Source: an optimization exercise on an open RTL-to-GDS flow (aim: small area, a short achievable clock period and few clock cycles per item). Production flows keep margins and buffers that such runs may drop. Only simulation tests tie the RTL to the original design; equivalence was not proved.

== garnet ==
==> flow/design.v (excerpt) <==
module mul_fu (
    input  logic         i_clk,
    input  logic         i_rst,
    input  logic         i_flush,
    input  logic         issue_valid,
    output logic         issue_ready,
    input  logic [1:0]   mul_op,
    input  logic [31:0]  rs1_v,
    input  logic [31:0]  rs2_v,
    input  logic [5:0]   pd_s,
    input  logic [3:0]   rob_num,
    input  logic [31:0]  instr_pc,
    input  logic [271:0] rvfi_in,
    output logic         fu_done,
    output logic [380:0] fu_data,
    input  logic         ack
);
clock: 9.0 ns
lec_check: 0
abc_area: 1
cap_margin: 20
core_margin: 2
core_utilization: 60
slew_margin: 20
synth_hierarchical: 1
standard.sh (not shown) runs the stock make flow with config.mk's settings and CLKGATE_MAP_FILE= SYNTH_SCRIPT=/design/flow/synth_recipe.tcl, a recipe that flattens the netlist after the stock synthesis.
==> flow/flow/run.sh <==
#!/bin/bash
# The standard layout (the standard.sh, standard synthesis included), with
# the port buffers that global placement inserts made plain buf_1 cells instead
# of the delay cell the resizer picks by default. Every port still gets one.
set -euo pipefail
export BUFFER_PORTS_ARGS="-buffer_cell sky130_fd_sc_hd__buf_1"
bash standard.sh > standard_flow.log 2>&1
Testbench counts of garnet, summed over its fixed seeds: cycles 2,056, ops 2,048.
Inputs modified between garnet and sierra:
==> flow/run.sh (new file) <==
#!/bin/bash
# synth_recipe.tcl (not shown) runs the flow's synth.tcl, then flattens the netlist and writes it again
# the make line also repeats each setting of config.mk as NAME=value (left out here)
make -C /OpenROAD-flow-scripts/flow DESIGN_CONFIG=/design/flow/config.mk WORK_HOME=/design/flow/orfs CLKGATE_MAP_FILE= SYNTH_SCRIPT=/design/flow/synth_recipe.tcl finish
removed: flow/flow/run.sh
removed: flow/standard.sh
- sierra did not stop at any stage, and its layout met the timing, design-rule and antenna checks.
- Relative to garnet, transition time at the pin with the least slew margin has decreased by 0.055 ns in sierra.
- Summary of sierra over garnet: worst hold slack went down 0.0088 ns; area of the placeable core barely changed; final instance area increased by about 9% relative to the old numbers; wire length on met1 lost 2700 um.
- When sierra is set beside garnet, its worst setup slack turns out to be 0.25 ns larger.
What xenon does differently from sierra at the input level:
Settings: SETUP_SLACK_MARGIN newly set to 4; CTS_BUF_LIST newly set to sky130_fd_sc_hd__clkbuf_4 sky130_fd_sc_hd__clkbuf_8.
==> flow/flow/run.sh (new file) <==
#!/bin/bash
# The standard layout (the standard.sh, standard synthesis included), with
# the port buffers that global placement inserts made plain buf_1 cells instead
# of the delay cell the resizer picks by default. Every port still gets one.
set -euo pipefail
export BUFFER_PORTS_ARGS="-buffer_cell sky130_fd_sc_hd__buf_1"
bash standard.sh > standard_flow.log 2>&1
==> flow/standard.sh (new file) <==
#!/bin/bash
# synth_recipe.tcl (not shown) runs the flow's synth.tcl, then flattens the netlist and writes it again
# the make line also repeats each setting of config.mk as NAME=value (left out here)
make -C /OpenROAD-flow-scripts/flow DESIGN_CONFIG=/design/flow/config.mk WORK_HOME=/design/flow/orfs CLKGATE_MAP_FILE= SYNTH_SCRIPT=/design/flow/synth_recipe.tcl "${@:-finish}"
removed: flow/run.sh
Findings:
| total track usage | xenon vs sierra | 0.74 points higher |. Compared xenon vs sierra, and number of nets in the finished design is up in xenon. What xenon reported for total placed instance area has to be multiplied by 1.09 to get the figure for sierra. End point of the critical path = u_dp.r_s[102]$_DFFE_PP_: sierra; end point of the critical path = fu_data[95]: xenon. NOTE length of routed met3 wiring sierra->xenon increased slightly. Taking sierra as 1.0, xenon lands at 1.13 on area of combinational cells with multiple inputs. Of the two candidates, sierra has the better cell area and xenon the worse one.

========
job 102:
mul_fu, a different RTL version from the one above (not shown whole).
Size: ~3900 cells after synthesis, roughly 450 flip-flops, ~770 I/O pins, ~40000 µm² of cells after synthesis.
clock: 9.0 ns
lec_check: 0
abc_area: 1
cap_margin: 20
core_margin: 2
core_utilization: 60
cts_buf_list: sky130_fd_sc_hd__clkbuf_4 sky130_fd_sc_hd__clkbuf_8
setup_slack_margin: 3.7
slew_margin: 20
synth_hierarchical: 1
==> flow/flow/run.sh <==
#!/bin/bash
# The standard layout (the standard.sh, standard synthesis included), with
# the port buffers that global placement inserts made plain buf_1 cells instead
# of the delay cell the resizer picks by default. Every port still gets one.
set -euo pipefail
export BUFFER_PORTS_ARGS="-buffer_cell sky130_fd_sc_hd__buf_1"
bash standard.sh > standard_flow.log 2>&1
Job 102 finished end to end and its layout was clean on timing, DRC and antenna.
Testbench counts of job 102, summed over its fixed seeds: cycles 2,056, ops 2,048.
## Diff of input files: job 103 against job 102
Settings: changing SETUP_SLACK_MARGIN from 3.7 to 4.
[summary]
Job 103: PASS, flow complete, no timing, DRC or antenna violations
Job 103 reports its origin of the worst setup path as u_dp.r_s[100]$_DFFE_PP_ while job 102 reports mul_op[1].
Job 103 vs. job 102: post-route clock period utilization shrank by 0.27 points; area taken by flip-flops and latches held steady; number of buffers and inverters on the critical path shrank by 1.
Maximum single-stage delay on the critical path: job 103 and job 102 compared, higher one is job 103

-- what the ideal ports hide --
The flow's constraints put no driver on any port. The routed layouts listed below were extracted and timed again, unchanged, in two steps.
Step 1 sets driving cells, clkbuf_16 on the clock port and buf_2 on the other inputs (assumed; they add their load-dependent delay and slew).
Step 2 times the ports against the registers' clock, not the clock port: input delays grow and output delays shrink by t, the midpoint of the rising clock arrivals with the driver on.
a / b / c = ideal ports / drivers / drivers and shift; a / b = the first two.
| run | shift t [ns] | slack for setup (ns) | slew at the worst register clock pin (ns) |
|---|---|---|---|
| garnet | 0.706 | 2.610 / 2.658 / 1.951 | 0.07 / 0.07 |
| sierra | 0.704 | 2.861 / 2.823 / 2.205 | 0.07 / 0.07 |
| xenon | 0.760 | 3.749 / 3.681 / 3.208 | 0.08 / 0.08 |
| job 102 | 0.758 | 3.714 / 3.684 / 2.970 | 0.07 / 0.07 |
| job 103 | 0.764 | 3.739 / 3.673 / 3.138 | 0.07 / 0.07 |
After both steps every run listed still meets setup and hold. The setup slack of job 102, which loses most, moves by -0.030 ns with the drivers and by -0.744 ns with both steps.
